Background: an optimization exercise with open tools, aiming at small area. Do not read the settings as production practice.
Where RTL was checked, it was by simulation tests only, not by an equivalence proof against the original.
Only the layout flow was run in run 2; the RTL was not checked for function there.

==> flow/design.v, too long to show whole: its modules and the start of the top module <==
// module osc_phase_multi: 2095 lines
// module osc_fa: 4 lines
// module osc_ha: 4 lines
// module osc_xor2: 3 lines
// module osc_xnor2: 3 lines
// module osc_a21oi: 3 lines
// module osc_o21ai: 3 lines
// module osc_nand2: 3 lines
// module osc_nor2: 3 lines
// module osc_or2: 3 lines
// module osc_and2: 3 lines
module osc_phase_multi #(
  parameter int ACC_W = 24,
  parameter int OUT_W = 16
) (
  input  logic             clk,
  input  logic             rst_n,
  input  logic             sample_en,
  input  logic [ACC_W-1:0] inc_in,
  input  logic             inc_load,
  input  logic             sync,
  input  logic [OUT_W-1:0] duty,
  input  logic [OUT_W-1:0] amp,
  output logic             inc_pending,
  output logic [OUT_W-1:0] saw,
  output logic [OUT_W-1:0] tri_o,
  output logic [OUT_W-1:0] sqr,
  output logic             out_valid,
  output logic             wrap
);
  // ...
==> flow/flow/run.sh <==
#!/bin/bash
set -euo pipefail
export BUFFER_PORTS_ARGS="-buffer_cell sky130_fd_sc_hd__buf_1"
export CTS_ARGS="-sink_clustering_enable -repair_clock_nets -dont_use_dummy_load -buf_list sky130_fd_sc_hd__clkbuf_8 -root_buf sky130_fd_sc_hd__clkbuf_8"
R=orfs/results/sky130hd/osc_phase_multi/base
bash standard.sh synth > synth.log 2>&1
DS_ODB=$R/1_synth.odb openroad -no_init -exit flow/downsize.tcl > downsize.log 2>&1
bash standard.sh > flow.log 2>&1
==> flow/flow/downsize.tcl <==
# Swap every combinational cell to the smallest-area cell of the same
# function family (same name up to the drive-strength suffix, same pins);
# the flow's later repair steps size cells up again where timing needs it.
set db [ord::get_db]
read_db $::env(DS_ODB)

set masters [dict create]
foreach lib [$db getLibs] { foreach m [$lib getMasters] {
  set n [$m getName]
  if {[regexp {^(sky130_fd_sc_hd__[a-z0-9]+)_([0-9]+)$} $n -> base sz]} {
    set area [expr {[$m getWidth] * [$m getHeight]}]
    # smallest area; among equal areas the strongest drive
    if {![dict exists $masters $base]} {
      dict set masters $base [list $m $area $sz]
    } else {
      lassign [dict get $masters $base] bm ba bs
      if {$area < $ba || ($area == $ba && $sz > $bs)} {
        dict set masters $base [list $m $area $sz]
      }
    }
  }
} }
set dont_use [expr {[info exists ::env(DONT_USE_CELLS)] ? [split $::env(DONT_USE_CELLS)] : {}}]
set n 0
set sw [dict create]
foreach inst [[[$db getChip] getBlock] getInsts] {
  set m [$inst getMaster]
  set name [$m getName]
  if {![regexp {^(sky130_fd_sc_hd__[a-z0-9]+)_([0-9]+)$} $name -> base sz]} continue
  if {[regexp {^sky130_fd_sc_hd__(df|sdf|edf|dl|clk|conb|tap|fill|decap)} $name]} continue
  if {![dict exists $masters $base]} continue
  set best [lindex [dict get $masters $base] 0]
  if {$best eq $m} continue
  if {[lsearch -exact $dont_use [$best getName]] >= 0} continue
  if {[$inst swapMaster $best]} { incr n; dict incr sw "$name->[$best getName]" }
}
puts "downsize: swapped $n instances: $sw"
write_db $::env(DS_ODB)
==> flow/standard.sh <==
#!/bin/bash
# synth_recipe.tcl (not shown) runs the flow's synth.tcl, then flattens the netlist and writes it again
# the make line also repeats each setting of config.mk as NAME=value (left out here)
make -C /OpenROAD-flow-scripts/flow DESIGN_CONFIG=/design/flow/config.mk WORK_HOME=/design/flow/orfs CLKGATE_MAP_FILE= SYNTH_SCRIPT=/design/flow/synth_recipe.tcl "${@:-finish}"
==> flow/config.mk <==
export PLATFORM = sky130hd
export DESIGN_NAME = osc_phase_multi
export DESIGN_NICKNAME = osc_phase_multi
export VERILOG_FILES = /design/flow/design.v
export SDC_FILE = /design/flow/constraint.sdc
export NUM_CORES = 4
export LEC_CHECK = 0
export CAP_MARGIN = 20
export CORE_MARGIN = 2
export CORE_UTILIZATION = 65
export GPL_TIMING_DRIVEN = 0
export PLACE_DENSITY = 0.8
export SLEW_MARGIN = 20
export SYNTH_HIERARCHICAL = 1
export SYNTH_MINIMUM_KEEP_SIZE = 0
==> flow/constraint.sdc <==
create_clock -name core_clock -period 8.0 [get_ports {clk}]
set_input_delay 1.6000 -clock core_clock [delete_from_list [all_inputs] [get_ports {clk}]]
set_output_delay 1.6000 -clock core_clock [all_outputs]
set_load 0.01 [all_outputs]
==> metrics.yaml, run 1 <==
sta:
  worst_pin_slew_ns: 1.05
  skew_ns: 0.0404
final_layout:
  drive_above_1_share_pct: 11.3
  area_growth_pct: 8.19
  reg_top3: "inc_act_q (24), inc_shd_q (24), phase_q (24)"
  largest_cell_class: "multi-input gates"
  nonClkBufAreaFrac_pct: 4.24
  layout_common_cells: "287 x nand2_1, 219 x fa_1, 126 x buf_1"
  multi_input_area_sq_mm: 0.00937
  seqCellArea_sq_mm: 0.00299
  n_antenna_cell: 0
  multi_input_area_share_pct: 68.8
  final_core_util_pct: 72.3
  fillers: 1363
worst_setup_path:
  critPathLaunchType: "flip-flop"
  r2r_end: "wh_n_q[15]"
  crit_buf_inv: 4
  critical-path-top-delay-family: "adder cells"
  crit_top_cell: "fa_1"
  critPathLaunch: "p15_q"
  path_cells: "clkbuf_1, clkbuf_4, nor2_1, fa_1, fa_1, fa_1, fa_1, fa_1, fa_1, fa_1, fa_1, o21ai_1, a21oi_1, o21ai_1, a21oi_1, o21ai_2, a21oi_1, xor2_1, buf_1, buf_1"
logic_synthesis:
  syn_area_per_cell_sq_um: 10.2
  yosysWarnings: 7
  synthCells: 1235
clocking:
  cts_max_level: 4
  postCtsHoldBufs: 0
  cts_buffers: 17
  cts_tree: "yes"
  clock-sinks: 130
global_route:
  grt_usage_pct: 31.3
  grt_pass1_wl_microns: 49100
  grt_util_met3_pct: 7.41
  antenna_found_initial: 0
  grt_pass1_vias: 10200
die:
  row_count: 50
  io_pins: 112
routing:
  wl_met1_microns: 11700
  dr.pass1.iters: 5
  dr.first_iter.drc_count: 591
run_status:
  status: "finished clean"
==> inputs of run 2 (changes only) <==
--- a/flow/design.v
+++ b/flow/design.v
@@ -889,247 +889,257 @@
   logic s1432;
   logic c1433;
   logic s1435;
   logic c1436;
   logic s1438;
   logic c1439;
   logic s1441;
   logic c1442;
-  logic s1444;
-  logic c1445;
-  logic s1447;
-  logic c1448;
-  logic x1450;
+  logic x1444;
+  logic x1446;
+  logic g1448;
+  logic c1450;
   logic x1452;
   logic g1454;
-  logic c1456;
-  logic x1458;
-  logic g1460;
+  logic x1456;
+  logic c1458;
+  logic x1460;
   logic x1462;
-  logic c1464;
-  logic x1466;
+  logic g1464;
+  logic c1466;
   logic x1468;
   logic g1470;
-  logic c1472;
-  logic x1474;
-  logic g1476;
+  logic x1472;
+  logic c1474;
+  logic x1476;
   logic x1478;
-  logic c1480;
-  logic x1482;
+  logic g1480;
+  logic c1482;
   logic x1484;
   logic g1486;
-  logic c1488;
-  logic x1490;
-  logic g1492;
+  logic x1488;
+  logic c1490;
+  logic x1492;
   logic x1494;
-  logic c1496;
-  logic x1498;
+  logic g1496;
+  logic c1498;
   logic x1500;
   logic g1502;
-  logic c1504;
-  logic x1506;
-  logic g1508;
+  logic x1504;
+  logic c1506;
+  logic x1508;
   logic x1510;
-  logic c1512;
-  logic x1514;
-  logic g1516;
-  logic x1518;
-  logic g1520;
-  logic x1522;
-  logic c1524;
-  logic x1526;
+  logic g1512;
+  logic c1514;
+  logic x1516;
+  logic g1518;
+  logic x1520;
+  logic c1522;
+  logic x1524;
+  logic g1526;
   logic x1528;
   logic g1530;
-  logic c1532;
-  logic x1534;
-  logic g1536;
+  logic x1532;
+  logic c1534;
+  logic x1536;
   logic x1538;
-  logic c1540;
-  logic x1542;
+  logic g1540;
+  logic c1542;
   logic x1544;
   logic g1546;
-  logic c1548;
-  logic x1550;
-  logic g1552;
+  logic x1548;
+  logic c1550;
+  logic x1552;
   logic x1554;
-  logic c1556;
-  logic x1558;
+  logic g1556;
+  logic c1558;
   logic x1560;
   logic g1562;
-  logic c1564;
-  logic x1566;
-  logic g1568;
+  logic x1564;
+  logic c1566;
+  logic x1568;
   logic x1570;
   logic g1572;
-  logic x1574;
-  logic c1576;
-  logic x1578;
+  logic c1574;
+  logic x1576;
+  logic g1578;
   logic x1580;
   logic g1582;
-  logic c1584;
-  logic x1586;
-  logic g1588;
+  logic x1584;
+  logic c1586;
+  logic x1588;
   logic x1590;
-  logic c1592;
-  logic x1594;
+  logic g1592;
+  logic c1594;
   logic x1596;
   logic g1598;
-  logic c1600;
-  logic x1602;
-  logic g1604;
+  logic x1600;
+  logic c1602;
+  logic x1604;
   logic x1606;
-  logic c1608;
-  logic x1610;
+  logic g1608;
+  logic c1610;
   logic x1612;
   logic g1614;
-  logic c1616;
-  logic g1618;
-  logic g1620;
-  logic g1622;
-  logic l1624;
-  logic g1626;
+  logic x1616;
+  logic c1618;
+  logic x1620;
+  logic x1622;
+  logic g1624;
+  logic c1626;
   logic g1628;
-  logic l1630;
+  logic g1630;
   logic g1632;
-  logic g1634;
-  logic l1636;
+  logic l1634;
+  logic g1636;
   logic g1638;
-  logic g1640;
-  logic l1642;
+  logic l1640;
+  logic g1642;
   logic g1644;
-  logic g1646;
-  logic l1648;
+  logic l1646;
+  logic g1648;
   logic g1650;
-  logic g1652;
-  logic l1654;
+  logic l1652;
+  logic g1654;
   logic g1656;
-  logic g1658;
-  logic l1660;
+  logic l1658;
+  logic g1660;
   logic g1662;
-  logic g1664;
-  logic l1666;
+  logic l1664;
+  logic g1666;
   logic g1668;
-  logic g1670;
-  logic l1672;
+  logic l1670;
+  logic g1672;
   logic g1674;
-  logic g1676;
-  logic l1678;
+  logic l1676;
+  logic g1678;
   logic g1680;
-  logic g1682;
-  logic l1684;
+  logic l1682;
+  logic g1684;
   logic g1686;
-  logic g1688;
-  logic l1690;
+  logic l1688;
+  logic g1690;
   logic g1692;
-  logic g1694;
-  logic l1696;
+  logic l1694;
+  logic g1696;
   logic g1698;
-  logic g1700;
-  logic l1702;
+  logic l1700;
+  logic g1702;
   logic g1704;
-  logic g1706;
-  logic l1708;
-  logic s1710;
-  logic c1711;
-  logic s1713;
-  logic c1714;
-  logic s1716;
-  logic c1717;
-  logic s1719;
-  logic c1720;
-  logic s1722;
-  logic c1723;
-  logic s1725;
-  logic c1726;
-  logic s1728;
-  logic c1729;
-  logic s1731;
-  logic c1732;
-  logic x1734;
-  logic x1736;
-  logic g1738;
-  logic c1740;
-  logic x1742;
-  logic g1744;
+  logic l1706;
+  logic g1708;
+  logic g1710;
+  logic l1712;
+  logic g1714;
+  logic g1716;
+  logic l1718;
+  logic s1720;
+  logic c1721;
+  logic s1723;
+  logic c1724;
+  logic s1726;
+  logic c1727;
+  logic s1729;
+  logic c1730;
+  logic s1732;
+  logic c1733;
+  logic s1735;
+  logic c1736;
+  logic x1738;
+  logic x1740;
+  logic g1742;
+  logic c1744;
   logic x1746;
-  logic c1748;
+  logic g1748;
   logic x1750;
-  logic x1752;
-  logic g1754;
-  logic c1756;
-  logic x1758;
-  logic g1760;
+  logic c1752;
+  logic x1754;
+  logic x1756;
+  logic g1758;
+  logic c1760;
   logic x1762;
-  logic c1764;
+  logic g1764;
   logic x1766;
-  logic x1768;
-  logic g1770;
-  logic c1772;
-  logic x1774;
-  logic g1776;
+  logic c1768;
+  logic x1770;
+  logic x1772;
+  logic g1774;
+  logic c1776;
   logic x1778;
-  logic c1780;
+  logic g1780;
   logic x1782;
-  logic x1784;
-  logic g1786;
-  logic c1788;
-  logic x1790;
-  logic s1792;
-  logic c1793;
-  logic i1795;
-  logic s1796;
-  logic c1797;
-  logic i1799;
-  logic s1800;
-  logic c1801;
-  logic i1803;
-  logic s1804;
-  logic c1805;
-  logic i1807;
-  logic s1808;
-  logic c1809;
-  logic i1811;
+  logic c1784;
+  logic x1786;
+  logic x1788;
+  logic g1790;
+  logic c1792;
+  logic x1794;
+  logic g1796;
+  logic x1798;
+  logic c1800;
+  logic x1802;
+  logic x1804;
+  logic g1806;
+  logic c1808;
+  logic x1810;
   logic s1812;
   logic c1813;
   logic i1815;
   logic s1816;
   logic c1817;
   logic i1819;
   logic s1820;
   logic c1821;
   logic i1823;
-  logic x1824;
-  logic x1826;
-  logic g1828;
-  logic c1830;
-  logic x1832;
-  logic g1834;
+  logic s1824;
+  logic c1825;
+  logic i1827;
+  logic s1828;
+  logic c1829;
+  logic i1831;
+  logic s1832;
+  logic c1833;
+  logic i1835;
   logic x1836;
-  logic c1838;
-  logic x1840;
-  logic x1842;
-  logic g1844;
-  logic c1846;
+  logic x1838;
+  logic g1840;
+  logic c1842;
+  logic x1844;
+  logic g1846;
   logic x1848;
-  logic g1850;
+  logic c1850;
   logic x1852;
-  logic c1854;
-  logic x1856;
-  logic x1858;
-  logic g1860;
-  logic c1862;
+  logic x1854;
+  logic g1856;
+  logic c1858;
+  logic x1860;
+  logic g1862;
   logic x1864;
-  logic g1866;
+  logic c1866;
   logic x1868;
-  logic c1870;
-  logic x1872;
-  logic x1874;
-  logic g1876;
-  logic c1878;
+  logic x1870;
+  logic g1872;
+  logic c1874;
+  logic x1876;
+  logic g1878;
+  logic x1880;
+  logic c1882;
+  logic x1884;
+  logic x1886;
+  logic g1888;
+  logic c1890;
+  logic x1892;
+  logic g1894;
+  logic x1896;
+  logic c1898;
+  logic x1900;
+  logic x1902;
+  logic g1904;
+  logic c1906;
   osc_xnor2 u2 (.a(phase_q[0]), .b(inc_g[0]), .y(x1));
   osc_and2 u4 (.a(phase_q[0]), .b(inc_g[0]), .y(g3));
   osc_ha u7 (.a(phase_q[1]), .b(inc_g[1]), .s(p5), .co(g6));
   osc_xnor2 u9 (.a(p5), .b(g3), .y(x8));
   osc_a21oi u11 (.a1(p5), .a2(g3), .b1(g6), .y(c10));
   osc_xnor2 u13 (.a(phase_q[2]), .b(inc_g[2]), .y(x12));
   osc_xnor2 u15 (.a(x12), .b(c10), .y(x14));
   osc_nand2 u17 (.a(phase_q[2]), .b(inc_g[2]), .y(g16));
@@ -1761,295 +1771,311 @@
   osc_fa u1424 (.a(g715), .b(g745), .ci(c1338), .s(s1422), .co(c1423));
   osc_xnor2 u1426 (.a(g269), .b(g749), .y(x1425));
   osc_or2 u1428 (.a(g269), .b(g749), .y(g1427));
   osc_fa u1431 (.a(g751), .b(x1340), .ci(g1427), .s(s1429), .co(c1430));
   osc_fa u1434 (.a(g1342), .b(s1344), .ci(c1430), .s(s1432), .co(c1433));
   osc_fa u1437 (.a(c1345), .b(s1347), .ci(c1433), .s(s1435), .co(c1436));
   osc_fa u1440 (.a(c1348), .b(s1350), .ci(c1436), .s(s1438), .co(c1439));
   osc_fa u1443 (.a(c1351), .b(s1353), .ci(c1439), .s(s1441), .co(c1442));
-  osc_fa u1446 (.a(c1354), .b(s1356), .ci(c1442), .s(s1444), .co(c1445));
-  osc_fa u1449 (.a(c1357), .b(s1359), .ci(c1445), .s(s1447), .co(c1448));
-  osc_xnor2 u1451 (.a(c1360), .b(s1362), .y(x1450));
-  osc_xnor2 u1453 (.a(x1450), .b(c1448), .y(x1452));
-  osc_or2 u1455 (.a(c1360), .b(s1362), .y(g1454));
-  osc_o21ai u1457 (.a1(x1450), .a2(c1448), .b1(g1454), .y(c1456));
-  osc_xor2 u1459 (.a(c1363), .b(s1365), .y(x1458));
-  osc_nor2 u1461 (.a(c1363), .b(s1365), .y(g1460));
-  osc_xnor2 u1463 (.a(x1458), .b(c1456), .y(x1462));
-  osc_a21oi u1465 (.a1(x1458), .a2(c1456), .b1(g1460), .y(c1464));
-  osc_xnor2 u1467 (.a(c1366), .b(s1368), .y(x1466));
-  osc_xnor2 u1469 (.a(x1466), .b(c1464), .y(x1468));
-  osc_or2 u1471 (.a(c1366), .b(s1368), .y(g1470));
-  osc_o21ai u1473 (.a1(x1466), .a2(c1464), .b1(g1470), .y(c1472));
-  osc_xor2 u1475 (.a(c1369), .b(s1371), .y(x1474));
-  osc_nor2 u1477 (.a(c1369), .b(s1371), .y(g1476));
-  osc_xnor2 u1479 (.a(x1474), .b(c1472), .y(x1478));
-  osc_a21oi u1481 (.a1(x1474), .a2(c1472), .b1(g1476), .y(c1480));
-  osc_xnor2 u1483 (.a(c1372), .b(s1374), .y(x1482));
-  osc_xnor2 u1485 (.a(x1482), .b(c1480), .y(x1484));
-  osc_or2 u1487 (.a(c1372), .b(s1374), .y(g1486));
-  osc_o21ai u1489 (.a1(x1482), .a2(c1480), .b1(g1486), .y(c1488));
-  osc_xor2 u1491 (.a(c1375), .b(s1377), .y(x1490));
-  osc_nor2 u1493 (.a(c1375), .b(s1377), .y(g1492));
-  osc_xnor2 u1495 (.a(x1490), .b(c1488), .y(x1494));
-  osc_a21oi u1497 (.a1(x1490), .a2(c1488), .b1(g1492), .y(c1496));
-  osc_xnor2 u1499 (.a(c1378), .b(s1380), .y(x1498));
-  osc_xnor2 u1501 (.a(x1498), .b(c1496), .y(x1500));
-  osc_or2 u1503 (.a(c1378), .b(s1380), .y(g1502));
-  osc_o21ai u1505 (.a1(x1498), .a2(c1496), .b1(g1502), .y(c1504));
-  osc_xor2 u1507 (.a(c1381), .b(s1383), .y(x1506));
-  osc_nor2 u1509 (.a(c1381), .b(s1383), .y(g1508));
-  osc_xnor2 u1511 (.a(x1506), .b(c1504), .y(x1510));
-  osc_a21oi u1513 (.a1(x1506), .a2(c1504), .b1(g1508), .y(c1512));
+  osc_xnor2 u1445 (.a(c1354), .b(s1356), .y(x1444));
+  osc_xnor2 u1447 (.a(x1444), .b(c1442), .y(x1446));
+  osc_or2 u1449 (.a(c1354), .b(s1356), .y(g1448));
+  osc_o21ai u1451 (.a1(x1444), .a2(c1442), .b1(g1448), .y(c1450));
+  osc_xor2 u1453 (.a(c1357), .b(s1359), .y(x1452));
+  osc_nor2 u1455 (.a(c1357), .b(s1359), .y(g1454));
+  osc_xnor2 u1457 (.a(x1452), .b(c1450), .y(x1456));
+  osc_a21oi u1459 (.a1(x1452), .a2(c1450), .b1(g1454), .y(c1458));
+  osc_xnor2 u1461 (.a(c1360), .b(s1362), .y(x1460));
+  osc_xnor2 u1463 (.a(x1460), .b(c1458), .y(x1462));
+  osc_or2 u1465 (.a(c1360), .b(s1362), .y(g1464));
+  osc_o21ai u1467 (.a1(x1460), .a2(c1458), .b1(g1464), .y(c1466));
+  osc_xor2 u1469 (.a(c1363), .b(s1365), .y(x1468));
+  osc_nor2 u1471 (.a(c1363), .b(s1365), .y(g1470));
+  osc_xnor2 u1473 (.a(x1468), .b(c1466), .y(x1472));
+  osc_a21oi u1475 (.a1(x1468), .a2(c1466), .b1(g1470), .y(c1474));
+  osc_xnor2 u1477 (.a(c1366), .b(s1368), .y(x1476));
+  osc_xnor2 u1479 (.a(x1476), .b(c1474), .y(x1478));
+  osc_or2 u1481 (.a(c1366), .b(s1368), .y(g1480));
+  osc_o21ai u1483 (.a1(x1476), .a2(c1474), .b1(g1480), .y(c1482));
+  osc_xor2 u1485 (.a(c1369), .b(s1371), .y(x1484));
+  osc_nor2 u1487 (.a(c1369), .b(s1371), .y(g1486));
+  osc_xnor2 u1489 (.a(x1484), .b(c1482), .y(x1488));
+  osc_a21oi u1491 (.a1(x1484), .a2(c1482), .b1(g1486), .y(c1490));
+  osc_xnor2 u1493 (.a(c1372), .b(s1374), .y(x1492));
+  osc_xnor2 u1495 (.a(x1492), .b(c1490), .y(x1494));
+  osc_or2 u1497 (.a(c1372), .b(s1374), .y(g1496));
+  osc_o21ai u1499 (.a1(x1492), .a2(c1490), .b1(g1496), .y(c1498));
+  osc_xor2 u1501 (.a(c1375), .b(s1377), .y(x1500));
+  osc_nor2 u1503 (.a(c1375), .b(s1377), .y(g1502));
+  osc_xnor2 u1505 (.a(x1500), .b(c1498), .y(x1504));
+  osc_a21oi u1507 (.a1(x1500), .a2(c1498), .b1(g1502), .y(c1506));
+  osc_xnor2 u1509 (.a(c1378), .b(s1380), .y(x1508));
+  osc_xnor2 u1511 (.a(x1508), .b(c1506), .y(x1510));
+  osc_or2 u1513 (.a(c1378), .b(s1380), .y(g1512));
+  osc_o21ai u1515 (.a1(x1508), .a2(c1506), .b1(g1512), .y(c1514));
+  osc_xor2 u1517 (.a(c1381), .b(s1383), .y(x1516));
+  osc_nor2 u1519 (.a(c1381), .b(s1383), .y(g1518));
+  osc_xnor2 u1521 (.a(x1516), .b(c1514), .y(x1520));
+  osc_a21oi u1523 (.a1(x1516), .a2(c1514), .b1(g1518), .y(c1522));
   assign w_n[0] = x1425;
   assign w_n[1] = s1429;
   assign w_n[2] = s1432;
   assign w_n[3] = s1435;
   assign w_n[4] = s1438;
   assign w_n[5] = s1441;
-  assign w_n[6] = s1444;
-  assign w_n[7] = s1447;
-  assign w_n[8] = x1452;
-  assign w_n[9] = x1462;
-  assign w_n[10] = x1468;
-  assign w_n[11] = x1478;
-  assign w_n[12] = x1484;
-  assign w_n[13] = x1494;
-  assign w_n[14] = x1500;
-  assign w_n[15] = x1510;
-  assign c_lo = ~c1512;
-  osc_xor2 u1515 (.a(c1384), .b(s1386), .y(x1514));
-  osc_nor2 u1517 (.a(c1384), .b(s1386), .y(g1516));
-  osc_xor2 u1519 (.a(c1387), .b(s1389), .y(x1518));
-  osc_nor2 u1521 (.a(c1387), .b(s1389), .y(g1520));
-  osc_xor2 u1523 (.a(x1518), .b(g1516), .y(x1522));
-  osc_a21oi u1525 (.a1(x1518), .a2(g1516), .b1(g1520), .y(c1524));
-  osc_xnor2 u1527 (.a(c1390), .b(s1392), .y(x1526));
-  osc_xor2 u1529 (.a(x1526), .b(c1524), .y(x1528));
-  osc_or2 u1531 (.a(c1390), .b(s1392), .y(g1530));
-  osc_o21ai u1533 (.a1(x1526), .a2(c1524), .b1(g1530), .y(c1532));
-  osc_xor2 u1535 (.a(c1393), .b(s1395), .y(x1534));
-  osc_nor2 u1537 (.a(c1393), .b(s1395), .y(g1536));
-  osc_xor2 u1539 (.a(x1534), .b(c1532), .y(x1538));
-  osc_a21oi u1541 (.a1(x1534), .a2(c1532), .b1(g1536), .y(c1540));
-  osc_xnor2 u1543 (.a(c1396), .b(s1398), .y(x1542));
-  osc_xor2 u1545 (.a(x1542), .b(c1540), .y(x1544));
-  osc_or2 u1547 (.a(c1396), .b(s1398), .y(g1546));
-  osc_o21ai u1549 (.a1(x1542), .a2(c1540), .b1(g1546), .y(c1548));
-  osc_xor2 u1551 (.a(c1399), .b(s1401), .y(x1550));
-  osc_nor2 u1553 (.a(c1399), .b(s1401), .y(g1552));
-  osc_xor2 u1555 (.a(x1550), .b(c1548), .y(x1554));
-  osc_a21oi u1557 (.a1(x1550), .a2(c1548), .b1(g1552), .y(c1556));
-  osc_xnor2 u1559 (.a(c1402), .b(s1404), .y(x1558));
-  osc_xor2 u1561 (.a(x1558), .b(c1556), .y(x1560));
-  osc_or2 u1563 (.a(c1402), .b(s1404), .y(g1562));
-  osc_o21ai u1565 (.a1(x1558), .a2(c1556), .b1(g1562), .y(c1564));
-  assign u0[0] = x1514;
-  assign u0[1] = x1522;
-  assign u0[2] = x1528;
-  assign u0[3] = x1538;
-  assign u0[4] = x1544;
-  assign u0[5] = x1554;
-  assign u0[6] = x1560;
-  assign cu0 = c1564;
-  osc_xor2 u1567 (.a(c1405), .b(s1407), .y(x1566));
-  osc_nor2 u1569 (.a(c1405), .b(s1407), .y(g1568));
-  osc_xor2 u1571 (.a(c1408), .b(s1410), .y(x1570));
-  osc_nor2 u1573 (.a(c1408), .b(s1410), .y(g1572));
-  osc_xor2 u1575 (.a(x1570), .b(g1568), .y(x1574));
-  osc_a21oi u1577 (.a1(x1570), .a2(g1568), .b1(g1572), .y(c1576));
-  osc_xnor2 u1579 (.a(c1411), .b(s1413), .y(x1578));
-  osc_xor2 u1581 (.a(x1578), .b(c1576), .y(x1580));
-  osc_or2 u1583 (.a(c1411), .b(s1413), .y(g1582));
-  osc_o21ai u1585 (.a1(x1578), .a2(c1576), .b1(g1582), .y(c1584));
-  osc_xor2 u1587 (.a(c1414), .b(s1416), .y(x1586));
-  osc_nor2 u1589 (.a(c1414), .b(s1416), .y(g1588));
-  osc_xor2 u1591 (.a(x1586), .b(c1584), .y(x1590));
-  osc_a21oi u1593 (.a1(x1586), .a2(c1584), .b1(g1588), .y(c1592));
-  osc_xnor2 u1595 (.a(c1417), .b(s1419), .y(x1594));
-  osc_xor2 u1597 (.a(x1594), .b(c1592), .y(x1596));
-  osc_or2 u1599 (.a(c1417), .b(s1419), .y(g1598));
-  osc_o21ai u1601 (.a1(x1594), .a2(c1592), .b1(g1598), .y(c1600));
-  osc_xor2 u1603 (.a(c1420), .b(s1422), .y(x1602));
-  osc_nor2 u1605 (.a(c1420), .b(s1422), .y(g1604));
-  osc_xor2 u1607 (.a(x1602), .b(c1600), .y(x1606));
-  osc_a21oi u1609 (.a1(x1602), .a2(c1600), .b1(g1604), .y(c1608));
-  osc_xnor2 u1611 (.a(g747), .b(c1423), .y(x1610));
-  osc_xor2 u1613 (.a(x1610), .b(c1608), .y(x1612));
-  osc_or2 u1615 (.a(g747), .b(c1423), .y(g1614));
-  osc_o21ai u1617 (.a1(x1610), .a2(c1608), .b1(g1614), .y(c1616));
-  assign u1[0] = x1566;
-  assign u1[1] = x1574;
-  assign u1[2] = x1580;
-  assign u1[3] = x1590;
-  assign u1[4] = x1596;
-  assign u1[5] = x1606;
-  assign u1[6] = x1612;
-  assign u1[7] = c1616;
-  osc_and2 u1619 (.a(w_n[0]), .b(a[0]), .y(g1618));
-  osc_and2 u1621 (.a(w_n[1]), .b(a[1]), .y(g1620));
-  osc_or2 u1623 (.a(w_n[1]), .b(a[1]), .y(g1622));
-  osc_a21oi u1625 (.a1(g1622), .a2(g1618), .b1(g1620), .y(l1624));
-  osc_nand2 u1627 (.a(w_n[2]), .b(a[2]), .y(g1626));
-  osc_nor2 u1629 (.a(w_n[2]), .b(a[2]), .y(g1628));
-  osc_o21ai u1631 (.a1(g1628), .a2(l1624), .b1(g1626), .y(l1630));
-  osc_and2 u1633 (.a(w_n[3]), .b(a[3]), .y(g1632));
-  osc_or2 u1635 (.a(w_n[3]), .b(a[3]), .y(g1634));
-  osc_a21oi u1637 (.a1(g1634), .a2(l1630), .b1(g1632), .y(l1636));
-  osc_nand2 u1639 (.a(w_n[4]), .b(a[4]), .y(g1638));
-  osc_nor2 u1641 (.a(w_n[4]), .b(a[4]), .y(g1640));
-  osc_o21ai u1643 (.a1(g1640), .a2(l1636), .b1(g1638), .y(l1642));
-  osc_and2 u1645 (.a(w_n[5]), .b(a[5]), .y(g1644));
-  osc_or2 u1647 (.a(w_n[5]), .b(a[5]), .y(g1646));
-  osc_a21oi u1649 (.a1(g1646), .a2(l1642), .b1(g1644), .y(l1648));
-  osc_nand2 u1651 (.a(w_n[6]), .b(a[6]), .y(g1650));
-  osc_nor2 u1653 (.a(w_n[6]), .b(a[6]), .y(g1652));
-  osc_o21ai u1655 (.a1(g1652), .a2(l1648), .b1(g1650), .y(l1654));
-  osc_and2 u1657 (.a(w_n[7]), .b(a[7]), .y(g1656));
-  osc_or2 u1659 (.a(w_n[7]), .b(a[7]), .y(g1658));
-  osc_a21oi u1661 (.a1(g1658), .a2(l1654), .b1(g1656), .y(l1660));
-  osc_nand2 u1663 (.a(w_n[8]), .b(a[8]), .y(g1662));
-  osc_nor2 u1665 (.a(w_n[8]), .b(a[8]), .y(g1664));
-  osc_o21ai u1667 (.a1(g1664), .a2(l1660), .b1(g1662), .y(l1666));
-  osc_and2 u1669 (.a(w_n[9]), .b(a[9]), .y(g1668));
-  osc_or2 u1671 (.a(w_n[9]), .b(a[9]), .y(g1670));
-  osc_a21oi u1673 (.a1(g1670), .a2(l1666), .b1(g1668), .y(l1672));
-  osc_nand2 u1675 (.a(w_n[10]), .b(a[10]), .y(g1674));
-  osc_nor2 u1677 (.a(w_n[10]), .b(a[10]), .y(g1676));
-  osc_o21ai u1679 (.a1(g1676), .a2(l1672), .b1(g1674), .y(l1678));
-  osc_and2 u1681 (.a(w_n[11]), .b(a[11]), .y(g1680));
-  osc_or2 u1683 (.a(w_n[11]), .b(a[11]), .y(g1682));
-  osc_a21oi u1685 (.a1(g1682), .a2(l1678), .b1(g1680), .y(l1684));
-  osc_nand2 u1687 (.a(w_n[12]), .b(a[12]), .y(g1686));
-  osc_nor2 u1689 (.a(w_n[12]), .b(a[12]), .y(g1688));
-  osc_o21ai u1691 (.a1(g1688), .a2(l1684), .b1(g1686), .y(l1690));
-  osc_and2 u1693 (.a(w_n[13]), .b(a[13]), .y(g1692));
-  osc_or2 u1695 (.a(w_n[13]), .b(a[13]), .y(g1694));
-  osc_a21oi u1697 (.a1(g1694), .a2(l1690), .b1(g1692), .y(l1696));
-  osc_nand2 u1699 (.a(w_n[14]), .b(a[14]), .y(g1698));
-  osc_nor2 u1701 (.a(w_n[14]), .b(a[14]), .y(g1700));
-  osc_o21ai u1703 (.a1(g1700), .a2(l1696), .b1(g1698), .y(l1702));
-  osc_and2 u1705 (.a(w_n[15]), .b(a[15]), .y(g1704));
-  osc_or2 u1707 (.a(w_n[15]), .b(a[15]), .y(g1706));
-  osc_a21oi u1709 (.a1(g1706), .a2(l1702), .b1(g1704), .y(l1708));
-  assign c_lt = ~l1708;
-  osc_fa u1712 (.a(wh_n_q[0]), .b(a2_q[1]), .ci(cin_t_n_q), .s(s1710), .co(c1711));
-  osc_fa u1715 (.a(wh_n_q[1]), .b(a2_q[2]), .ci(c1711), .s(s1713), .co(c1714));
-  osc_fa u1718 (.a(wh_n_q[2]), .b(a2_q[3]), .ci(c1714), .s(s1716), .co(c1717));
-  osc_fa u1721 (.a(wh_n_q[3]), .b(a2_q[4]), .ci(c1717), .s(s1719), .co(c1720));
-  osc_fa u1724 (.a(wh_n_q[4]), .b(a2_q[5]), .ci(c1720), .s(s1722), .co(c1723));
-  osc_fa u1727 (.a(wh_n_q[5]), .b(a2_q[6]), .ci(c1723), .s(s1725), .co(c1726));
-  osc_fa u1730 (.a(wh_n_q[6]), .b(a2_q[7]), .ci(c1726), .s(s1728), .co(c1729));
-  osc_fa u1733 (.a(wh_n_q[7]), .b(a2_q[8]), .ci(c1729), .s(s1731), .co(c1732));
-  osc_xnor2 u1735 (.a(wh_n_q[8]), .b(a2_q[9]), .y(x1734));
-  osc_xnor2 u1737 (.a(x1734), .b(c1732), .y(x1736));
-  osc_or2 u1739 (.a(wh_n_q[8]), .b(a2_q[9]), .y(g1738));
-  osc_o21ai u1741 (.a1(x1734), .a2(c1732), .b1(g1738), .y(c1740));
-  osc_xor2 u1743 (.a(wh_n_q[9]), .b(a2_q[10]), .y(x1742));
-  osc_nor2 u1745 (.a(wh_n_q[9]), .b(a2_q[10]), .y(g1744));
-  osc_xnor2 u1747 (.a(x1742), .b(c1740), .y(x1746));
-  osc_a21oi u1749 (.a1(x1742), .a2(c1740), .b1(g1744), .y(c1748));
-  osc_xnor2 u1751 (.a(wh_n_q[10]), .b(a2_q[11]), .y(x1750));
-  osc_xnor2 u1753 (.a(x1750), .b(c1748), .y(x1752));
-  osc_or2 u1755 (.a(wh_n_q[10]), .b(a2_q[11]), .y(g1754));
-  osc_o21ai u1757 (.a1(x1750), .a2(c1748), .b1(g1754), .y(c1756));
-  osc_xor2 u1759 (.a(wh_n_q[11]), .b(a2_q[12]), .y(x1758));
-  osc_nor2 u1761 (.a(wh_n_q[11]), .b(a2_q[12]), .y(g1760));
-  osc_xnor2 u1763 (.a(x1758), .b(c1756), .y(x1762));
-  osc_a21oi u1765 (.a1(x1758), .a2(c1756), .b1(g1760), .y(c1764));
-  osc_xnor2 u1767 (.a(wh_n_q[12]), .b(a2_q[13]), .y(x1766));
-  osc_xnor2 u1769 (.a(x1766), .b(c1764), .y(x1768));
-  osc_or2 u1771 (.a(wh_n_q[12]), .b(a2_q[13]), .y(g1770));
-  osc_o21ai u1773 (.a1(x1766), .a2(c1764), .b1(g1770), .y(c1772));
-  osc_xor2 u1775 (.a(wh_n_q[13]), .b(a2_q[14]), .y(x1774));
-  osc_nor2 u1777 (.a(wh_n_q[13]), .b(a2_q[14]), .y(g1776));
-  osc_xnor2 u1779 (.a(x1774), .b(c1772), .y(x1778));
-  osc_a21oi u1781 (.a1(x1774), .a2(c1772), .b1(g1776), .y(c1780));
-  osc_xnor2 u1783 (.a(wh_n_q[14]), .b(a2_q[15]), .y(x1782));
-  osc_xnor2 u1785 (.a(x1782), .b(c1780), .y(x1784));
-  osc_or2 u1787 (.a(wh_n_q[14]), .b(a2_q[15]), .y(g1786));
-  osc_o21ai u1789 (.a1(x1782), .a2(c1780), .b1(g1786), .y(c1788));
-  osc_xnor2 u1791 (.a(wh_n_q[15]), .b(c1788), .y(x1790));
-  assign tri_s[0] = ~s1710;
-  assign tri_s[1] = ~s1713;
-  assign tri_s[2] = ~s1716;
-  assign tri_s[3] = ~s1719;
-  assign tri_s[4] = ~s1722;
-  assign tri_s[5] = ~s1725;
-  assign tri_s[6] = ~s1728;
-  assign tri_s[7] = ~s1731;
-  assign tri_s[8] = ~x1736;
-  assign tri_s[9] = ~x1746;
-  assign tri_s[10] = ~x1752;
-  assign tri_s[11] = ~x1762;
-  assign tri_s[12] = ~x1768;
-  assign tri_s[13] = ~x1778;
-  assign tri_s[14] = ~x1784;
-  assign tri_s[15] = ~x1790;
-  osc_fa u1794 (.a(wh_n_q[1]), .b(ys_n[0]), .ci(cin_s_n_q), .s(s1792), .co(c1793));
-  assign i1795 = ~s1792;
-  osc_fa u1798 (.a(wh_n_q[2]), .b(ys_n[1]), .ci(c1793), .s(s1796), .co(c1797));
-  assign i1799 = ~s1796;
-  osc_fa u1802 (.a(wh_n_q[3]), .b(ys_n[2]), .ci(c1797), .s(s1800), .co(c1801));
-  assign i1803 = ~s1800;
-  osc_fa u1806 (.a(wh_n_q[4]), .b(ys_n[3]), .ci(c1801), .s(s1804), .co(c1805));
-  assign i1807 = ~s1804;
-  osc_fa u1810 (.a(wh_n_q[5]), .b(ys_n[4]), .ci(c1805), .s(s1808), .co(c1809));
-  assign i1811 = ~s1808;
-  osc_fa u1814 (.a(wh_n_q[6]), .b(ys_n[5]), .ci(c1809), .s(s1812), .co(c1813));
+  assign w_n[6] = x1446;
+  assign w_n[7] = x1456;
+  assign w_n[8] = x1462;
+  assign w_n[9] = x1472;
+  assign w_n[10] = x1478;
+  assign w_n[11] = x1488;
+  assign w_n[12] = x1494;
+  assign w_n[13] = x1504;
+  assign w_n[14] = x1510;
+  assign w_n[15] = x1520;
+  assign c_lo = ~c1522;
+  osc_xor2 u1525 (.a(c1384), .b(s1386), .y(x1524));
+  osc_nor2 u1527 (.a(c1384), .b(s1386), .y(g1526));
+  osc_xor2 u1529 (.a(c1387), .b(s1389), .y(x1528));
+  osc_nor2 u1531 (.a(c1387), .b(s1389), .y(g1530));
+  osc_xor2 u1533 (.a(x1528), .b(g1526), .y(x1532));
+  osc_a21oi u1535 (.a1(x1528), .a2(g1526), .b1(g1530), .y(c1534));
+  osc_xnor2 u1537 (.a(c1390), .b(s1392), .y(x1536));
+  osc_xor2 u1539 (.a(x1536), .b(c1534), .y(x1538));
+  osc_or2 u1541 (.a(c1390), .b(s1392), .y(g1540));
+  osc_o21ai u1543 (.a1(x1536), .a2(c1534), .b1(g1540), .y(c1542));
+  osc_xor2 u1545 (.a(c1393), .b(s1395), .y(x1544));
+  osc_nor2 u1547 (.a(c1393), .b(s1395), .y(g1546));
+  osc_xor2 u1549 (.a(x1544), .b(c1542), .y(x1548));
+  osc_a21oi u1551 (.a1(x1544), .a2(c1542), .b1(g1546), .y(c1550));
+  osc_xnor2 u1553 (.a(c1396), .b(s1398), .y(x1552));
+  osc_xor2 u1555 (.a(x1552), .b(c1550), .y(x1554));
+  osc_or2 u1557 (.a(c1396), .b(s1398), .y(g1556));
+  osc_o21ai u1559 (.a1(x1552), .a2(c1550), .b1(g1556), .y(c1558));
+  osc_xor2 u1561 (.a(c1399), .b(s1401), .y(x1560));
+  osc_nor2 u1563 (.a(c1399), .b(s1401), .y(g1562));
+  osc_xor2 u1565 (.a(x1560), .b(c1558), .y(x1564));
+  osc_a21oi u1567 (.a1(x1560), .a2(c1558), .b1(g1562), .y(c1566));
+  osc_xnor2 u1569 (.a(c1402), .b(s1404), .y(x1568));
+  osc_xor2 u1571 (.a(x1568), .b(c1566), .y(x1570));
+  osc_or2 u1573 (.a(c1402), .b(s1404), .y(g1572));
+  osc_o21ai u1575 (.a1(x1568), .a2(c1566), .b1(g1572), .y(c1574));
+  assign u0[0] = x1524;
+  assign u0[1] = x1532;
+  assign u0[2] = x1538;
+  assign u0[3] = x1548;
+  assign u0[4] = x1554;
+  assign u0[5] = x1564;
+  assign u0[6] = x1570;
+  assign cu0 = c1574;
+  osc_xor2 u1577 (.a(c1405), .b(s1407), .y(x1576));
+  osc_nor2 u1579 (.a(c1405), .b(s1407), .y(g1578));
+  osc_xor2 u1581 (.a(c1408), .b(s1410), .y(x1580));
+  osc_nor2 u1583 (.a(c1408), .b(s1410), .y(g1582));
+  osc_xor2 u1585 (.a(x1580), .b(g1578), .y(x1584));
+  osc_a21oi u1587 (.a1(x1580), .a2(g1578), .b1(g1582), .y(c1586));
+  osc_xnor2 u1589 (.a(c1411), .b(s1413), .y(x1588));
+  osc_xor2 u1591 (.a(x1588), .b(c1586), .y(x1590));
+  osc_or2 u1593 (.a(c1411), .b(s1413), .y(g1592));
+  osc_o21ai u1595 (.a1(x1588), .a2(c1586), .b1(g1592), .y(c1594));
+  osc_xor2 u1597 (.a(c1414), .b(s1416), .y(x1596));
+  osc_nor2 u1599 (.a(c1414), .b(s1416), .y(g1598));
+  osc_xor2 u1601 (.a(x1596), .b(c1594), .y(x1600));
+  osc_a21oi u1603 (.a1(x1596), .a2(c1594), .b1(g1598), .y(c1602));
+  osc_xnor2 u1605 (.a(c1417), .b(s1419), .y(x1604));
+  osc_xor2 u1607 (.a(x1604), .b(c1602), .y(x1606));
+  osc_or2 u1609 (.a(c1417), .b(s1419), .y(g1608));
+  osc_o21ai u1611 (.a1(x1604), .a2(c1602), .b1(g1608), .y(c1610));
+  osc_xor2 u1613 (.a(c1420), .b(s1422), .y(x1612));
+  osc_nor2 u1615 (.a(c1420), .b(s1422), .y(g1614));
+  osc_xor2 u1617 (.a(x1612), .b(c1610), .y(x1616));
+  osc_a21oi u1619 (.a1(x1612), .a2(c1610), .b1(g1614), .y(c1618));
+  osc_xnor2 u1621 (.a(g747), .b(c1423), .y(x1620));
+  osc_xor2 u1623 (.a(x1620), .b(c1618), .y(x1622));
+  osc_or2 u1625 (.a(g747), .b(c1423), .y(g1624));
+  osc_o21ai u1627 (.a1(x1620), .a2(c1618), .b1(g1624), .y(c1626));
+  assign u1[0] = x1576;
+  assign u1[1] = x1584;
+  assign u1[2] = x1590;
+  assign u1[3] = x1600;
+  assign u1[4] = x1606;
+  assign u1[5] = x1616;
+  assign u1[6] = x1622;
+  assign u1[7] = c1626;
+  osc_and2 u1629 (.a(w_n[0]), .b(a[0]), .y(g1628));
+  osc_and2 u1631 (.a(w_n[1]), .b(a[1]), .y(g1630));
+  osc_or2 u1633 (.a(w_n[1]), .b(a[1]), .y(g1632));
+  osc_a21oi u1635 (.a1(g1632), .a2(g1628), .b1(g1630), .y(l1634));
+  osc_nand2 u1637 (.a(w_n[2]), .b(a[2]), .y(g1636));
+  osc_nor2 u1639 (.a(w_n[2]), .b(a[2]), .y(g1638));
+  osc_o21ai u1641 (.a1(g1638), .a2(l1634), .b1(g1636), .y(l1640));
+  osc_and2 u1643 (.a(w_n[3]), .b(a[3]), .y(g1642));
+  osc_or2 u1645 (.a(w_n[3]), .b(a[3]), .y(g1644));
+  osc_a21oi u1647 (.a1(g1644), .a2(l1640), .b1(g1642), .y(l1646));
+  osc_nand2 u1649 (.a(w_n[4]), .b(a[4]), .y(g1648));
+  osc_nor2 u1651 (.a(w_n[4]), .b(a[4]), .y(g1650));
+  osc_o21ai u1653 (.a1(g1650), .a2(l1646), .b1(g1648), .y(l1652));
+  osc_and2 u1655 (.a(w_n[5]), .b(a[5]), .y(g1654));
+  osc_or2 u1657 (.a(w_n[5]), .b(a[5]), .y(g1656));
+  osc_a21oi u1659 (.a1(g1656), .a2(l1652), .b1(g1654), .y(l1658));
+  osc_nand2 u1661 (.a(w_n[6]), .b(a[6]), .y(g1660));
+  osc_nor2 u1663 (.a(w_n[6]), .b(a[6]), .y(g1662));
+  osc_o21ai u1665 (.a1(g1662), .a2(l1658), .b1(g1660), .y(l1664));
+  osc_and2 u1667 (.a(w_n[7]), .b(a[7]), .y(g1666));
+  osc_or2 u1669 (.a(w_n[7]), .b(a[7]), .y(g1668));
+  osc_a21oi u1671 (.a1(g1668), .a2(l1664), .b1(g1666), .y(l1670));
+  osc_nand2 u1673 (.a(w_n[8]), .b(a[8]), .y(g1672));
+  osc_nor2 u1675 (.a(w_n[8]), .b(a[8]), .y(g1674));
+  osc_o21ai u1677 (.a1(g1674), .a2(l1670), .b1(g1672), .y(l1676));
+  osc_and2 u1679 (.a(w_n[9]), .b(a[9]), .y(g1678));
+  osc_or2 u1681 (.a(w_n[9]), .b(a[9]), .y(g1680));
+  osc_a21oi u1683 (.a1(g1680), .a2(l1676), .b1(g1678), .y(l1682));
+  osc_nand2 u1685 (.a(w_n[10]), .b(a[10]), .y(g1684));
+  osc_nor2 u1687 (.a(w_n[10]), .b(a[10]), .y(g1686));
+  osc_o21ai u1689 (.a1(g1686), .a2(l1682), .b1(g1684), .y(l1688));
+  osc_and2 u1691 (.a(w_n[11]), .b(a[11]), .y(g1690));
+  osc_or2 u1693 (.a(w_n[11]), .b(a[11]), .y(g1692));
+  osc_a21oi u1695 (.a1(g1692), .a2(l1688), .b1(g1690), .y(l1694));
+  osc_nand2 u1697 (.a(w_n[12]), .b(a[12]), .y(g1696));
+  osc_nor2 u1699 (.a(w_n[12]), .b(a[12]), .y(g1698));
+  osc_o21ai u1701 (.a1(g1698), .a2(l1694), .b1(g1696), .y(l1700));
+  osc_and2 u1703 (.a(w_n[13]), .b(a[13]), .y(g1702));
+  osc_or2 u1705 (.a(w_n[13]), .b(a[13]), .y(g1704));
+  osc_a21oi u1707 (.a1(g1704), .a2(l1700), .b1(g1702), .y(l1706));
+  osc_nand2 u1709 (.a(w_n[14]), .b(a[14]), .y(g1708));
+  osc_nor2 u1711 (.a(w_n[14]), .b(a[14]), .y(g1710));
+  osc_o21ai u1713 (.a1(g1710), .a2(l1706), .b1(g1708), .y(l1712));
+  osc_and2 u1715 (.a(w_n[15]), .b(a[15]), .y(g1714));
+  osc_or2 u1717 (.a(w_n[15]), .b(a[15]), .y(g1716));
+  osc_a21oi u1719 (.a1(g1716), .a2(l1712), .b1(g1714), .y(l1718));
+  assign c_lt = ~l1718;
+  osc_fa u1722 (.a(wh_n_q[0]), .b(a2_q[1]), .ci(cin_t_n_q), .s(s1720), .co(c1721));
+  osc_fa u1725 (.a(wh_n_q[1]), .b(a2_q[2]), .ci(c1721), .s(s1723), .co(c1724));
+  osc_fa u1728 (.a(wh_n_q[2]), .b(a2_q[3]), .ci(c1724), .s(s1726), .co(c1727));
+  osc_fa u1731 (.a(wh_n_q[3]), .b(a2_q[4]), .ci(c1727), .s(s1729), .co(c1730));
+  osc_fa u1734 (.a(wh_n_q[4]), .b(a2_q[5]), .ci(c1730), .s(s1732), .co(c1733));
+  osc_fa u1737 (.a(wh_n_q[5]), .b(a2_q[6]), .ci(c1733), .s(s1735), .co(c1736));
+  osc_xnor2 u1739 (.a(wh_n_q[6]), .b(a2_q[7]), .y(x1738));
+  osc_xnor2 u1741 (.a(x1738), .b(c1736), .y(x1740));
+  osc_or2 u1743 (.a(wh_n_q[6]), .b(a2_q[7]), .y(g1742));
+  osc_o21ai u1745 (.a1(x1738), .a2(c1736), .b1(g1742), .y(c1744));
+  osc_xor2 u1747 (.a(wh_n_q[7]), .b(a2_q[8]), .y(x1746));
+  osc_nor2 u1749 (.a(wh_n_q[7]), .b(a2_q[8]), .y(g1748));
+  osc_xnor2 u1751 (.a(x1746), .b(c1744), .y(x1750));
+  osc_a21oi u1753 (.a1(x1746), .a2(c1744), .b1(g1748), .y(c1752));
+  osc_xnor2 u1755 (.a(wh_n_q[8]), .b(a2_q[9]), .y(x1754));
+  osc_xnor2 u1757 (.a(x1754), .b(c1752), .y(x1756));
+  osc_or2 u1759 (.a(wh_n_q[8]), .b(a2_q[9]), .y(g1758));
+  osc_o21ai u1761 (.a1(x1754), .a2(c1752), .b1(g1758), .y(c1760));
+  osc_xor2 u1763 (.a(wh_n_q[9]), .b(a2_q[10]), .y(x1762));
+  osc_nor2 u1765 (.a(wh_n_q[9]), .b(a2_q[10]), .y(g1764));
+  osc_xnor2 u1767 (.a(x1762), .b(c1760), .y(x1766));
+  osc_a21oi u1769 (.a1(x1762), .a2(c1760), .b1(g1764), .y(c1768));
+  osc_xnor2 u1771 (.a(wh_n_q[10]), .b(a2_q[11]), .y(x1770));
+  osc_xnor2 u1773 (.a(x1770), .b(c1768), .y(x1772));
+  osc_or2 u1775 (.a(wh_n_q[10]), .b(a2_q[11]), .y(g1774));
+  osc_o21ai u1777 (.a1(x1770), .a2(c1768), .b1(g1774), .y(c1776));
+  osc_xor2 u1779 (.a(wh_n_q[11]), .b(a2_q[12]), .y(x1778));
+  osc_nor2 u1781 (.a(wh_n_q[11]), .b(a2_q[12]), .y(g1780));
+  osc_xnor2 u1783 (.a(x1778), .b(c1776), .y(x1782));
+  osc_a21oi u1785 (.a1(x1778), .a2(c1776), .b1(g1780), .y(c1784));
+  osc_xnor2 u1787 (.a(wh_n_q[12]), .b(a2_q[13]), .y(x1786));
+  osc_xnor2 u1789 (.a(x1786), .b(c1784), .y(x1788));
+  osc_or2 u1791 (.a(wh_n_q[12]), .b(a2_q[13]), .y(g1790));
+  osc_o21ai u1793 (.a1(x1786), .a2(c1784), .b1(g1790), .y(c1792));
+  osc_xor2 u1795 (.a(wh_n_q[13]), .b(a2_q[14]), .y(x1794));
+  osc_nor2 u1797 (.a(wh_n_q[13]), .b(a2_q[14]), .y(g1796));
+  osc_xnor2 u1799 (.a(x1794), .b(c1792), .y(x1798));
+  osc_a21oi u1801 (.a1(x1794), .a2(c1792), .b1(g1796), .y(c1800));
+  osc_xnor2 u1803 (.a(wh_n_q[14]), .b(a2_q[15]), .y(x1802));
+  osc_xnor2 u1805 (.a(x1802), .b(c1800), .y(x1804));
+  osc_or2 u1807 (.a(wh_n_q[14]), .b(a2_q[15]), .y(g1806));
+  osc_o21ai u1809 (.a1(x1802), .a2(c1800), .b1(g1806), .y(c1808));
+  osc_xnor2 u1811 (.a(wh_n_q[15]), .b(c1808), .y(x1810));
+  assign tri_s[0] = ~s1720;
+  assign tri_s[1] = ~s1723;
+  assign tri_s[2] = ~s1726;
+  assign tri_s[3] = ~s1729;
+  assign tri_s[4] = ~s1732;
+  assign tri_s[5] = ~s1735;
+  assign tri_s[6] = ~x1740;
+  assign tri_s[7] = ~x1750;
+  assign tri_s[8] = ~x1756;
+  assign tri_s[9] = ~x1766;
+  assign tri_s[10] = ~x1772;
+  assign tri_s[11] = ~x1782;
+  assign tri_s[12] = ~x1788;
+  assign tri_s[13] = ~x1798;
+  assign tri_s[14] = ~x1804;
+  assign tri_s[15] = ~x1810;
+  osc_fa u1814 (.a(wh_n_q[1]), .b(ys_n[0]), .ci(cin_s_n_q), .s(s1812), .co(c1813));
   assign i1815 = ~s1812;
-  osc_fa u1818 (.a(wh_n_q[7]), .b(ys_n[6]), .ci(c1813), .s(s1816), .co(c1817));
+  osc_fa u1818 (.a(wh_n_q[2]), .b(ys_n[1]), .ci(c1813), .s(s1816), .co(c1817));
   assign i1819 = ~s1816;
-  osc_fa u1822 (.a(wh_n_q[8]), .b(ys_n[7]), .ci(c1817), .s(s1820), .co(c1821));
+  osc_fa u1822 (.a(wh_n_q[3]), .b(ys_n[2]), .ci(c1817), .s(s1820), .co(c1821));
   assign i1823 = ~s1820;
-  osc_xnor2 u1825 (.a(wh_n_q[9]), .b(ys_n[8]), .y(x1824));
-  osc_xor2 u1827 (.a(x1824), .b(c1821), .y(x1826));
-  osc_or2 u1829 (.a(wh_n_q[9]), .b(ys_n[8]), .y(g1828));
-  osc_o21ai u1831 (.a1(x1824), .a2(c1821), .b1(g1828), .y(c1830));
-  osc_xor2 u1833 (.a(wh_n_q[10]), .b(ys_n[9]), .y(x1832));
-  osc_nor2 u1835 (.a(wh_n_q[10]), .b(ys_n[9]), .y(g1834));
-  osc_xor2 u1837 (.a(x1832), .b(c1830), .y(x1836));
-  osc_a21oi u1839 (.a1(x1832), .a2(c1830), .b1(g1834), .y(c1838));
-  osc_xnor2 u1841 (.a(wh_n_q[11]), .b(ys_n[10]), .y(x1840));
-  osc_xor2 u1843 (.a(x1840), .b(c1838), .y(x1842));
-  osc_or2 u1845 (.a(wh_n_q[11]), .b(ys_n[10]), .y(g1844));
-  osc_o21ai u1847 (.a1(x1840), .a2(c1838), .b1(g1844), .y(c1846));
-  osc_xor2 u1849 (.a(wh_n_q[12]), .b(ys_n[11]), .y(x1848));
-  osc_nor2 u1851 (.a(wh_n_q[12]), .b(ys_n[11]), .y(g1850));
-  osc_xor2 u1853 (.a(x1848), .b(c1846), .y(x1852));
-  osc_a21oi u1855 (.a1(x1848), .a2(c1846), .b1(g1850), .y(c1854));
-  osc_xnor2 u1857 (.a(wh_n_q[13]), .b(ys_n[12]), .y(x1856));
-  osc_xor2 u1859 (.a(x1856), .b(c1854), .y(x1858));
-  osc_or2 u1861 (.a(wh_n_q[13]), .b(ys_n[12]), .y(g1860));
-  osc_o21ai u1863 (.a1(x1856), .a2(c1854), .b1(g1860), .y(c1862));
-  osc_xor2 u1865 (.a(wh_n_q[14]), .b(ys_n[13]), .y(x1864));
-  osc_nor2 u1867 (.a(wh_n_q[14]), .b(ys_n[13]), .y(g1866));
-  osc_xor2 u1869 (.a(x1864), .b(c1862), .y(x1868));
-  osc_a21oi u1871 (.a1(x1864), .a2(c1862), .b1(g1866), .y(c1870));
-  osc_xnor2 u1873 (.a(wh_n_q[15]), .b(ys_n[14]), .y(x1872));
-  osc_xor2 u1875 (.a(x1872), .b(c1870), .y(x1874));
-  osc_or2 u1877 (.a(wh_n_q[15]), .b(ys_n[14]), .y(g1876));
-  osc_o21ai u1879 (.a1(x1872), .a2(c1870), .b1(g1876), .y(c1878));
-  assign saw_s[0] = i1795;
-  assign saw_s[1] = i1799;
-  assign saw_s[2] = i1803;
-  assign saw_s[3] = i1807;
-  assign saw_s[4] = i1811;
-  assign saw_s[5] = i1815;
-  assign saw_s[6] = i1819;
-  assign saw_s[7] = i1823;
-  assign saw_s[8] = x1826;
-  assign saw_s[9] = x1836;
-  assign saw_s[10] = x1842;
-  assign saw_s[11] = x1852;
-  assign saw_s[12] = x1858;
-  assign saw_s[13] = x1868;
-  assign saw_s[14] = x1874;
-  assign saw_s[15] = ~c1878;
+  osc_fa u1826 (.a(wh_n_q[4]), .b(ys_n[3]), .ci(c1821), .s(s1824), .co(c1825));
+  assign i1827 = ~s1824;
+  osc_fa u1830 (.a(wh_n_q[5]), .b(ys_n[4]), .ci(c1825), .s(s1828), .co(c1829));
+  assign i1831 = ~s1828;
+  osc_fa u1834 (.a(wh_n_q[6]), .b(ys_n[5]), .ci(c1829), .s(s1832), .co(c1833));
+  assign i1835 = ~s1832;
+  osc_xnor2 u1837 (.a(wh_n_q[7]), .b(ys_n[6]), .y(x1836));
+  osc_xor2 u1839 (.a(x1836), .b(c1833), .y(x1838));
+  osc_or2 u1841 (.a(wh_n_q[7]), .b(ys_n[6]), .y(g1840));
+  osc_o21ai u1843 (.a1(x1836), .a2(c1833), .b1(g1840), .y(c1842));
+  osc_xor2 u1845 (.a(wh_n_q[8]), .b(ys_n[7]), .y(x1844));
+  osc_nor2 u1847 (.a(wh_n_q[8]), .b(ys_n[7]), .y(g1846));
+  osc_xor2 u1849 (.a(x1844), .b(c1842), .y(x1848));
+  osc_a21oi u1851 (.a1(x1844), .a2(c1842), .b1(g1846), .y(c1850));
+  osc_xnor2 u1853 (.a(wh_n_q[9]), .b(ys_n[8]), .y(x1852));
+  osc_xor2 u1855 (.a(x1852), .b(c1850), .y(x1854));
+  osc_or2 u1857 (.a(wh_n_q[9]), .b(ys_n[8]), .y(g1856));
+  osc_o21ai u1859 (.a1(x1852), .a2(c1850), .b1(g1856), .y(c1858));
+  osc_xor2 u1861 (.a(wh_n_q[10]), .b(ys_n[9]), .y(x1860));
+  osc_nor2 u1863 (.a(wh_n_q[10]), .b(ys_n[9]), .y(g1862));
+  osc_xor2 u1865 (.a(x1860), .b(c1858), .y(x1864));
+  osc_a21oi u1867 (.a1(x1860), .a2(c1858), .b1(g1862), .y(c1866));
+  osc_xnor2 u1869 (.a(wh_n_q[11]), .b(ys_n[10]), .y(x1868));
+  osc_xor2 u1871 (.a(x1868), .b(c1866), .y(x1870));
+  osc_or2 u1873 (.a(wh_n_q[11]), .b(ys_n[10]), .y(g1872));
+  osc_o21ai u1875 (.a1(x1868), .a2(c1866), .b1(g1872), .y(c1874));
+  osc_xor2 u1877 (.a(wh_n_q[12]), .b(ys_n[11]), .y(x1876));
+  osc_nor2 u1879 (.a(wh_n_q[12]), .b(ys_n[11]), .y(g1878));
+  osc_xor2 u1881 (.a(x1876), .b(c1874), .y(x1880));
+  osc_a21oi u1883 (.a1(x1876), .a2(c1874), .b1(g1878), .y(c1882));
+  osc_xnor2 u1885 (.a(wh_n_q[13]), .b(ys_n[12]), .y(x1884));
+  osc_xor2 u1887 (.a(x1884), .b(c1882), .y(x1886));
+  osc_or2 u1889 (.a(wh_n_q[13]), .b(ys_n[12]), .y(g1888));
+  osc_o21ai u1891 (.a1(x1884), .a2(c1882), .b1(g1888), .y(c1890));
+  osc_xor2 u1893 (.a(wh_n_q[14]), .b(ys_n[13]), .y(x1892));
+  osc_nor2 u1895 (.a(wh_n_q[14]), .b(ys_n[13]), .y(g1894));
+  osc_xor2 u1897 (.a(x1892), .b(c1890), .y(x1896));
+  osc_a21oi u1899 (.a1(x1892), .a2(c1890), .b1(g1894), .y(c1898));
+  osc_xnor2 u1901 (.a(wh_n_q[15]), .b(ys_n[14]), .y(x1900));
+  osc_xor2 u1903 (.a(x1900), .b(c1898), .y(x1902));
+  osc_or2 u1905 (.a(wh_n_q[15]), .b(ys_n[14]), .y(g1904));
+  osc_o21ai u1907 (.a1(x1900), .a2(c1898), .b1(g1904), .y(c1906));
+  assign saw_s[0] = i1815;
+  assign saw_s[1] = i1819;
+  assign saw_s[2] = i1823;
+  assign saw_s[3] = i1827;
+  assign saw_s[4] = i1831;
+  assign saw_s[5] = i1835;
+  assign saw_s[6] = x1838;
+  assign saw_s[7] = x1848;
+  assign saw_s[8] = x1854;
+  assign saw_s[9] = x1864;
+  assign saw_s[10] = x1870;
+  assign saw_s[11] = x1880;
+  assign saw_s[12] = x1886;
+  assign saw_s[13] = x1896;
+  assign saw_s[14] = x1902;
+  assign saw_s[15] = ~c1906;
   always_comb begin
     pa0[0] = 1'b1;
     for (int k = 1; k < 7; k++) pa0[k] = pa0[k-1] & u0[k-1];
     pa1[0] = 1'b1;
     for (int k = 1; k < 8; k++) pa1[k] = pa1[k-1] & u1[k-1];
   end
   assign w_b = u0 ^ ({7{c_lo}} & pa0);
   assign c23 = cu0 | (c_lo & pa0[6] & u0[6]);
@@ -2066,35 +2092,32 @@
   always_ff @(posedge clk) begin
     wh_n_q  <= ~wh;
     a2_q    <= a;
     cin_t_n_q <= ~cin_t;
     cin_s_n_q <= ~cin_s;
     p15_q   <= p15;
     sq2_q   <= sq_q;
   end
-  logic [15:0] tri_s, saw_s;
+  logic [15:0] tri_s, saw_s, v;
   logic [14:0] ys_n;
   logic        d, anz;
   assign ys_n = a2_q[15:1] & {15{~p15_q}};
   assign anz  = (a2_q != 16'd0);
   assign d    = anz & (~a2_q[0] | a2_q[15]);
-  logic [15:0] nxv, vc, v;
-  logic        e;
-  assign nxv = ~{1'b0, a2_q[15:1]};
-  assign e   = d | (~sq2_q & ~anz);
+  logic [15:0] vb;
   always_comb begin
-    vc[0] = e;
-    for (int k = 1; k < 16; k++) vc[k] = vc[k-1] & nxv[k-1];
+    vb[0] = d;
+    for (int k = 1; k < 16; k++) vb[k] = vb[k-1] & ~a2_q[k];
   end
-  assign v = nxv ^ vc;
+  assign v = {1'b0, a2_q[15:1]} ^ vb;
   assign inc_pending = pending_q;
   assign saw         = saw_s;
   assign tri_o       = tri_s ^ {16{p15_q}};
-  assign sqr         = v ^ {16{sq2_q}};
+  assign sqr         = sq2_q ? v : (anz ? ~v : 16'd0);
   assign out_valid   = valid_q;
   assign wrap        = wrap_q;
 endmodule
 module osc_fa (input logic a, input logic b, input logic ci, output logic s, output logic co);
   assign s  = a ^ b ^ ci;
   assign co = (a & b) | (a & ci) | (b & ci);
 endmodule
 module osc_ha (input logic a, input logic b, output logic s, output logic co);
==> flow/config.mk (replaced) <==
export PLATFORM = sky130hd
export DESIGN_NAME = osc_phase_multi
export DESIGN_NICKNAME = osc_phase_multi
export VERILOG_FILES = /design/flow/design.v
export SDC_FILE = /design/flow/constraint.sdc
export NUM_CORES = 4
export LEC_CHECK = 0
export CAP_MARGIN = 20
export CORE_MARGIN = 2
export CORE_UTILIZATION = 40
export SLEW_MARGIN = 20
export SYNTH_HIERARCHICAL = 1
export SYNTH_MINIMUM_KEEP_SIZE = 0
==> metrics.yaml, run 2 <==
run_status:
  status: "finished clean"  # unchanged
logic_synthesis:
  syn-num-nets: 1556  # was 1545
  netlist_area_sq_mm: 0.0127  # was 0.0126 sq mm
  yosysWarnings: 7  # unchanged
  syn_area_per_cell_sq_um: 10.1  # was 10.2 sq um
  synthCells: 1252  # was 1235
sta:
  tns_ns: 0  # unchanged
  period_share_pct: 89.1  # was 95.7%
  rsz0062_at_grt: "no"  # unchanged
  max_freq_mhz: 140  # was 131 MHz
  final_hold_viol_count: 0  # unchanged
  finalWorstSetupSlack_ns: 0.874  # was 0.348 ns
  final-setup-viol-count: 0  # unchanged
  maxSlewViolCount: 0  # unchanged
  holdWs_ns: 0.345  # was 0.327 ns
  fin_crit_ns: 7.13  # was 7.65 ns
  slew-limit-headroom_pct: 34.6  # was 30.0%
  worst_pin_slew_ns: 0.979  # was 1.05 ns
  skew_ns: 0.0275  # was 0.0404 ns
global_route:
  grt_usage_pct: 19.5  # was 31.3%
  grt_pass1_wl_microns: 50500  # was 49100 microns
  antenna_found_initial: 0  # unchanged
  grt_overflow_total: 0  # unchanged
  grt_pass1_vias: 9604  # was 10200
  grt_max_degree: 78  # was 30
clocking:
  clk_latency_ns: 0.45  # was 0.46 ns
  cts_max_level: 4  # unchanged
  clock_path_buffers: 2  # unchanged
  clk_pin_slew_ns: 0.07  # was 0.06 ns
  cts_buffers: 17  # unchanged
  clock-sinks: 130  # unchanged
  cts-resized-gates: 0  # was 1
  postCtsHoldBufs: 0  # unchanged
  clock_tree.root_cell: "clkbuf_8"  # unchanged
  post_cts_buffers: 0  # unchanged
  cts_tree: "yes"  # unchanged
routing:
  ant_nets: 0  # unchanged
  wl_microns: 30600  # was 29700 microns
  viasPerCell: 5.10  # was 5.78
  wl_per_cell_microns: 17.3  # was 18.3 microns
  vias: 9034  # was 9385
  drc: 0  # unchanged
  dr.pass1.iters: 5  # unchanged
  dr.first_iter.drc_count: 472  # was 591
die:
  core_area_sq_mm: 0.0314  # was 0.0188 sq mm
  row_count: 65  # was 50
  die_area_sq_mm: 0.0331  # was 0.0205 sq mm
  die_width_microns: 182  # was 143 microns
  io_pins: 112  # unchanged
  initial_core_util_pct: 40.3  # was 66.8%
  die_h_microns: 182  # was 143 microns
final_layout:
  reg_top3: "inc_act_q (24), inc_shd_q (24), phase_q (24)"  # unchanged
  n_antenna_cell: 0  # unchanged
  finalInstanceArea_sq_mm: 0.0139  # was 0.0136 sq mm
  layout_commonest_cell: "nand2_1"  # unchanged
  fillers: 2994  # was 1363
  nNetsFinal: 1674  # was 1676
  finalNonFillerCells: 1770  # was 1624
  final_core_util_pct: 44.2  # was 72.3%
  layout_common_cells: "286 x nand2_1, 213 x fa_1, 113 x xnor2_1"  # was 287 x nand2_1, 219 x fa_1, 126 x buf_1
  drive_above_1_share_pct: 13.4  # was 11.3%
  area_growth_pct: 9.43  # was 8.19%
place:
  dpl_cell_area_sq_mm: 0.0136  # was 0.0134 sq mm
  dp_slack_ns: 0.352  # was -0.0185 ns
  dp_cells: 1753  # was 1607
  port_buffers: 111  # was 110
  gp_congestion: 0.809  # was 0.847
  hpwl_microns: 22600  # was 22100 microns
flow_run:
  maxCapViolations: 0  # unchanged
worst_setup_path:
  cp_slowest_cell: "o21ai_1"  # was fa_1
  worstSetupPathType: "in -> reg"  # was reg -> out
  critPathLaunchType: "primary input"  # was flip-flop
  cpPeakStageDelay_ns: 0.40  # was 0.42 ns
  worstPathRequired_ns: 8.32  # was 6.40 ns
  worst_ep_arrival_time_ns: 7.45  # was 6.05 ns
  cp_max_fo: 25  # was 10
  end_kind: "flip-flop"  # was output pin
min_path:
  worstHoldPathType: "reg -> reg"  # unchanged
[run 2: cell types whose count changed in the layout (fill, tap and decap cells not counted), moves of 3 or more]
cell,change
a21oi_1,+4
buf_1,-16
buf_4,+20
clkbuf_1,-11
fa_1,-6
mux2_2,+16
nor2_1,+4
o21ai_1,+5
o21ai_2,-3
or2_2,+3
xnor2_1,+6
xor2_1,-10
[run 2: cell type report]
cell class | instances | area, sq um | share of cell area, %
sequential | 130 | 2990 | 21.6
inverter | 31 | 116 | 0.840
multi-input combinational | 1060 | 9460 | 68.2
tap | 402 | 503 | 3.63
timing repair buffer | 130 | 563 | 4.06
clock buffer | 17 | 234 | 1.69
[run 2: path summary, 6_finish.rpt]
kind | cells after the start | slack (ns) | end | startpoint
setup / recovery | 31 | 0.87 | inc_act_q[6] | sample_en
min in group asynchronous | 1 | 1.27 | inc_shd_q[20] | rst_n
hold / removal | 0 | 0.35 | valid_q | v1_q
hold reg to reg | 0 | 0.35 | valid_q | v1_q
setup reg to reg | 25 | 1.21 | wh_n_q[15] | amp_q[1]
max in group asynchronous | 1 | 6.09 | phase_q[13] | rst_n
[run 2: routing by layer]
| metal | vias up | wire length, microns | global-route usage (%) |
|---|---|---|---|
| li1 | 4214 | - | - |
| met1 | 4490 | 13800 | 26.0 |
| met2 | 290 | 14300 | 32.3 |
| met3 | 40 | 1810 | 3.77 |
| met4 | 0 | 594 | 6.03 |
| met5 | - | 0 | 0 |
[run 2: worst max-delay path, delay by kind of cell]
kind	cells	cell delay, ns
AO/OA/AOI/OAI	25	4.80
multiplexers	1	0.36
buffers and inverters	3	0.35
AND/OR/NAND/NOR	2	0.33

-- separate check: timing with driven ports --
In the flow no input, the clock included, has a driving cell. The finished layouts below were timed again as built, in two steps.
Step 1 sets driving cells, clkbuf_16 on the clock port and buf_2 on the other inputs (assumed; they add their load-dependent delay and slew).
Step 2 times the ports against the registers' clock, not the clock port: input delays grow and output delays shrink by t, the midpoint of the rising clock arrivals with the driver on.
Three values: no drivers, after step 1, after step 2; two values: the first two.
| run | shift t [ns] | setup WS [ns] |
|---|---|---|
| run 1 | 0.485 | 0.348 / 0.308 / 0.214 |
| run 2 | 0.484 | 0.874 / 0.898 / 0.414 |
After both steps every run listed still meets setup and hold.
